This design comes from an exercise in tuning for small area, a short achievable clock period and few clock cycles per item on the open sky130 flow, not from production work. In this exercise RTL edits were held to simulation tests only and were not proved equivalent to the original. Power is estimated from default activity; no workload was simulated.

==> inputs of v21 <==
==> flow/design.v <==
package alu_pkg;
	typedef logic [32-1:0] word_t;
	typedef enum logic [3:0] {
		ALU_ADD  = 4'd0,
		ALU_SUB  = 4'd1,
		ALU_AND  = 4'd2,
		ALU_OR   = 4'd3,
		ALU_XOR  = 4'd4,
		ALU_SL   = 4'd5,
		ALU_SRL  = 4'd6,
		ALU_SRA  = 4'd7,
		ALU_SLT  = 4'd8,
		ALU_SLTU = 4'd9
	} alu_op_e;
endpackage
package exec_pkg;
	typedef logic [$clog2(16)-1:0] reg_idx_t;
	typedef struct packed {
		logic [3:0]        op;
		reg_idx_t         rs1;
		reg_idx_t         rs2;
		reg_idx_t         rd;
		logic             use_imm;
		logic [32-1:0] imm;
	} issue_t;
	localparam int ISSUE_W = 4 + 3*$clog2(16) + 1 + 32;
	typedef struct packed {
		reg_idx_t rd;
		logic [32-1:0] data;
	} result_t;
	localparam int RESULT_W = $clog2(16) + 32;
	localparam int SEL_ARITH = 0;   
	localparam int SEL_P     = 1;   
	localparam int SEL_AND   = 2;
	localparam int SEL_OR    = 3;
	localparam int SEL_SR    = 4;   
	localparam int SEL_SRA   = 5;   
	localparam int SEL_SL    = 6;
	localparam int SEL_LTS   = 7;   
	localparam int SEL_LTU   = 8;   
	localparam int SEL_W     = 9;
endpackage
module regfile (
	input  logic                  clk,
	input  logic                  reset,
	input  exec_pkg::reg_idx_t    rd_idx_a,
	input  exec_pkg::reg_idx_t    rd_idx_b,
	output logic [32-1:0] rd_data_a,
	output logic [32-1:0] rd_data_b,
	input  logic                  wr_en,
	input  exec_pkg::reg_idx_t    wr_idx,
	input  logic [32-1:0] wr_data
);
	logic [32-1:0] regs [1:16-1];
	logic [16-1:0] written;
	always_ff @(posedge clk) begin
		for (int i = 1; i < 16; i++) begin
			if (wr_en && wr_idx == i) regs[i] <= wr_data;
		end
	end
	always_ff @(posedge clk) begin
		if (reset) begin
			written <= '0;
		end else if (wr_en) begin
			written[wr_idx] <= 1'b1;
		end
	end
	always_comb begin
		rd_data_a = '0;
		rd_data_b = '0;
		for (int i = 1; i < 16; i++) begin
			if (rd_idx_a == i && written[i]) rd_data_a = rd_data_a | regs[i];
			if (rd_idx_b == i && written[i]) rd_data_b = rd_data_b | regs[i];
		end
	end
endmodule
module alu (
	input  logic [exec_pkg::SEL_W-1:0] sel,
	input  logic                   sub,
	input  logic [32-1:0]  a,
	input  logic [32-1:0]  b_x,
	input  logic [3:0]             sh_lo,
	input  logic [3:0]             sh_mid,
	input  logic                   sh_hi,
	output logic [32-1:0]  result
);
	localparam int W = 32;
	logic [W-1:0] gen, prop;
	logic [W-1:0] gg [0:5];
	logic [W-1:0] pp [0:5];
	logic         cout;
	assign gen  = a & b_x;
	assign prop = a ^ b_x;
	always_comb begin
		gg[0] = gen;
		pp[0] = prop;
		gg[0][0] = gen[0] | (prop[0] & sub);
		for (int l = 0; l < 5; l++) begin
			for (int i = 0; i < W; i++) begin
				if (i >= (1 << l)) begin
					gg[l+1][i] = gg[l][i] | (pp[l][i] & gg[l][i - (1 << l)]);
					pp[l+1][i] = pp[l][i] & pp[l][i - (1 << l)];
				end else begin
					gg[l+1][i] = gg[l][i];
					pp[l+1][i] = pp[l][i];
				end
			end
		end
	end
	assign cout = gg[5][W-1];
	logic lt_flip, lt_en;
	assign lt_en   = sel[exec_pkg::SEL_LTS] | sel[exec_pkg::SEL_LTU];
	assign lt_flip = sel[exec_pkg::SEL_LTU] | prop[W-1];
	logic [W-1:0] sh_out, sh_rev;
	logic         fill;
	assign fill  = sel[exec_pkg::SEL_SRA] && a[W-1];
	logic [W-1:0] s1, s2;
	always_comb begin
		for (int i = 0; i < W; i++) begin
			s1[i] = 1'b0;
			for (int k = 0; k < 4; k++)
				s1[i] = s1[i] | (sh_lo[k] & ((i + k < W) ? a[i + k] : fill));
		end
		for (int i = 0; i < W; i++) begin
			s2[i] = 1'b0;
			for (int k = 0; k < 4; k++)
				s2[i] = s2[i] | (sh_mid[k] & ((i + 4*k < W) ? s1[i + 4*k] : fill));
		end
		for (int i = 0; i < W; i++)
			sh_out[i] = sh_hi ? ((i + 16 < W) ? s2[i + 16] : fill) : s2[i];
	end
	always_comb begin
		for (int i = 0; i < W; i++) sh_rev[i] = sh_out[W-1-i];
	end
	logic [W-1:0] pre_early, pre, carries;
	assign pre_early = ({W{sel[exec_pkg::SEL_P]}}   & prop)
	                 | ({W{sel[exec_pkg::SEL_AND]}} & gen)
	                 | ({W{sel[exec_pkg::SEL_OR]}}  & (prop | gen))
	                 | {{(W-1){1'b0}}, lt_en & lt_flip};
	assign pre = pre_early
	           | ({W{sel[exec_pkg::SEL_SR]}} & sh_out)
	           | ({W{sel[exec_pkg::SEL_SL]}} & sh_rev);
	assign carries = {gg[5][W-2:0] & {(W-1){sel[exec_pkg::SEL_ARITH]}},
		(sub & sel[exec_pkg::SEL_ARITH]) | (cout & lt_en)};
	assign result = pre ^ carries;
endmodule
module exec_unit (
	input  logic               clk,
	input  logic               reset,
	input  logic               cmd_valid,
	output logic               cmd_ready,
	input  alu_pkg::alu_op_e   cmd_op,
	input  exec_pkg::reg_idx_t cmd_rs1,
	input  exec_pkg::reg_idx_t cmd_rs2,
	input  exec_pkg::reg_idx_t cmd_rd,
	input  logic               cmd_use_imm,
	input  alu_pkg::word_t     cmd_imm,
	output logic               res_valid,
	input  logic               res_ready,
	output exec_pkg::reg_idx_t res_rd,
	output alu_pkg::word_t     res_data
);
	localparam int W = 32;
	logic               ex_valid;
	logic [exec_pkg::SEL_W-1:0] ex_sel;
	logic               ex_sub;
	exec_pkg::reg_idx_t ex_rd;
	logic [W-1:0]       ex_a;    
	logic [W-1:0]       ex_b;    
	logic [3:0]         ex_sh_lo;   
	logic [3:0]         ex_sh_mid;  
	logic               ex_sh_hi;   
	logic [W-1:0]       ex_res;
	logic               r0_valid, r1_valid, r2_valid;
	exec_pkg::reg_idx_t r0_rd, r1_rd, r2_rd;
	logic [W-1:0]       r0_data, r1_data, r2_data;
	logic take, push, accept;
	assign take      = r0_valid && res_ready;
	assign push      = ex_valid;
	assign cmd_ready = !r2_valid && !(r1_valid && ex_valid);
	assign accept    = cmd_valid && cmd_ready;
	logic [W-1:0] rf_a, rf_b;
	regfile u_regfile (
		.clk(clk), .reset(reset),
		.rd_idx_a(cmd_rs1), .rd_idx_b(cmd_rs2),
		.rd_data_a(rf_a), .rd_data_b(rf_b),
		.wr_en(ex_valid && ex_rd != '0), .wr_idx(ex_rd), .wr_data(ex_res)
	);
	logic ex_hit_a, ex_hit_b;
	assign ex_hit_a = ex_valid && ex_rd != '0 && ex_rd == cmd_rs1;
	assign ex_hit_b = ex_valid && ex_rd != '0 && ex_rd == cmd_rs2 && !cmd_use_imm;
	logic in_sub, in_sl;
	assign in_sub = cmd_op == alu_pkg::ALU_SUB || cmd_op == alu_pkg::ALU_SLT
		|| cmd_op == alu_pkg::ALU_SLTU;
	assign in_sl = cmd_op == alu_pkg::ALU_SL;
	logic [exec_pkg::SEL_W-1:0] in_sel;
	always_comb begin
		in_sel = '0;
		in_sel[exec_pkg::SEL_ARITH] = cmd_op == alu_pkg::ALU_ADD || cmd_op == alu_pkg::ALU_SUB;
		in_sel[exec_pkg::SEL_P]     = cmd_op == alu_pkg::ALU_ADD || cmd_op == alu_pkg::ALU_SUB
			|| cmd_op == alu_pkg::ALU_XOR;
		in_sel[exec_pkg::SEL_AND]   = cmd_op == alu_pkg::ALU_AND;
		in_sel[exec_pkg::SEL_OR]    = cmd_op == alu_pkg::ALU_OR;
		in_sel[exec_pkg::SEL_SR]    = cmd_op == alu_pkg::ALU_SRL || cmd_op == alu_pkg::ALU_SRA;
		in_sel[exec_pkg::SEL_SRA]   = cmd_op == alu_pkg::ALU_SRA;
		in_sel[exec_pkg::SEL_SL]    = in_sl;
		in_sel[exec_pkg::SEL_LTS]   = cmd_op == alu_pkg::ALU_SLT;
		in_sel[exec_pkg::SEL_LTU]   = cmd_op == alu_pkg::ALU_SLTU;
	end
	logic [W-1:0] in_a, in_b, in_a_rev;
	assign in_a = ex_hit_a ? ex_res : rf_a;
	assign in_b = ex_hit_b ? ex_res : (cmd_use_imm ? cmd_imm : rf_b);
	always_comb begin
		for (int i = 0; i < W; i++) in_a_rev[i] = in_a[W-1-i];
	end
	alu u_alu (
		.sel(ex_sel), .sub(ex_sub),
		.a(ex_a), .b_x(ex_b),
		.sh_lo(ex_sh_lo), .sh_mid(ex_sh_mid), .sh_hi(ex_sh_hi),
		.result(ex_res)
	);
	always_ff @(posedge clk) begin
		if (reset) begin
			ex_valid <= 1'b0;
			r0_valid <= 1'b0;
			r1_valid <= 1'b0;
			r2_valid <= 1'b0;
		end else begin
			ex_valid <= accept;
			if (take) begin
				r0_valid <= r1_valid || push;
				r1_valid <= r2_valid || (push && r1_valid);
				r2_valid <= push && r2_valid;
			end else begin
				r0_valid <= r0_valid || push;
				r1_valid <= r1_valid || (push && r0_valid);
				r2_valid <= r2_valid || (push && r1_valid);
			end
		end
	end
	always_ff @(posedge clk) begin
		ex_sel <= in_sel;
		ex_sub <= in_sub;
		ex_rd  <= cmd_rd;
		ex_a   <= in_sl ? in_a_rev : in_a;
		ex_b   <= in_b ^ {W{in_sub}};
		ex_sh_lo  <= 4'b0001 << in_b[1:0];
		ex_sh_mid <= 4'b0001 << in_b[3:2];
		ex_sh_hi  <= in_b[4];
	end
	always_ff @(posedge clk) begin
		if (take || !r0_valid) begin
			r0_rd   <= r1_valid ? r1_rd : ex_rd;
			r0_data <= r1_valid ? r1_data : ex_res;
		end
		if (take || !r1_valid) begin
			r1_rd   <= r2_valid ? r2_rd : ex_rd;
			r1_data <= r2_valid ? r2_data : ex_res;
		end
		if (take || !r2_valid) begin
			r2_rd   <= ex_rd;
			r2_data <= ex_res;
		end
	end
	assign res_valid = r0_valid;
	assign res_rd    = r0_rd;
	assign res_data  = r0_data;
endmodule
==> flow/run.sh <==
#!/bin/bash
# synth_recipe.tcl (not shown) runs the flow's synth.tcl, then flattens the netlist and writes it again
# the make line also repeats each setting of config.mk as NAME=value (left out here)
make -C /OpenROAD-flow-scripts/flow DESIGN_CONFIG=/design/flow/config.mk WORK_HOME=/design/flow/orfs CLKGATE_MAP_FILE= SYNTH_SCRIPT=/design/flow/synth_recipe.tcl finish
==> flow/config.mk <==
export PLATFORM = sky130hd
export DESIGN_NAME = exec_unit
export DESIGN_NICKNAME = exec_unit
export VERILOG_FILES = /design/flow/design.v
export SDC_FILE = /design/flow/constraint.sdc
export NUM_CORES = 4
export LEC_CHECK = 0
export CAP_MARGIN = 20
export CORE_MARGIN = 2
export CORE_UTILIZATION = 55
export SETUP_SLACK_MARGIN = 4.0
export SLEW_MARGIN = 20
==> flow/constraint.sdc <==
create_clock -name core_clock -period 7.0 [get_ports {clk}]
set_input_delay 1.4000 -clock core_clock [delete_from_list [all_inputs] [get_ports {clk}]]
set_output_delay 1.4000 -clock core_clock [all_outputs]
set_load 0.01 [all_outputs]
==> v3: changes against v21 <==
--- a/flow/config.mk
+++ b/flow/config.mk
@@ -9,3 +9,6 @@
 export CORE_MARGIN = 2
-export CORE_UTILIZATION = 55
+export CORE_UTILIZATION = 65
+export CTS_BUF_LIST = sky130_fd_sc_hd__clkbuf_8
+export CTS_CLUSTER_DIAMETER = 50
+export CTS_CLUSTER_SIZE = 14
 export SETUP_SLACK_MARGIN = 4.0
==> reports/qor_table.md <==
| Metric | Value |
|---|---|
| VDD IR max | 269.2 µV |
| HPWL after DPL | 80,540 µm |
| Floorplan row count | 90 |
| Power dissipated in the clock network | 3.91 mW |
| Result of the run | no timing/DRC/antenna violations |
| Area occupied by registers | 19,920 µm² |
| Worst setup slack after layout | 3846 ps |
the above is filed under v21

==> reports/qor_table.md <==
| Metric | Value |
|---|---|
| Result of the run | no timing/DRC/antenna violations |
| VDD IR max | 323.1 µV |
| HPWL after DPL | 78,630 µm |
| Floorplan row count | 82 |
| Area occupied by registers | 19,930 µm² |
| Power dissipated in the clock network | 2.38 mW |
the above is filed under v3

Testbench counts of v21, summed over its fixed seeds: cycles 16,016, items 16,000.
Testbench counts of v3, summed over its fixed seeds: cycles 16,016, items 16,000.

## port drivers added, routing unchanged
No port has a modelled driver above. Below, the same layouts with a new extraction and two added sets of constraints. Step 1 (the two cells are an assumption about what drives the block):
set clk [get_ports {clk}]
set_driving_cell -lib_cell sky130_fd_sc_hd__clkbuf_16 $clk
set_driving_cell -lib_cell sky130_fd_sc_hd__buf_2 [delete_from_list [all_inputs] $clk]
Step 2 times the ports against the registers' clock, not the clock port: input delays grow and output delays shrink by t, the midpoint of the rising clock arrivals with the driver on. a / b / c = ideal / step 1 / step 2; a / b = the first two.
run	t (ns)	setup WS [ns]	worst setup path after step 2
v21	0.682	3.846 / 3.846 / 3.204	input to register
v3	0.781	3.854 / 3.854 / 3.100	input to register
After both steps every run listed still meets setup and hold. For v3, which loses most, drivers alone change the setup slack by 0.000 ns; drivers and shift together by -0.754 ns.
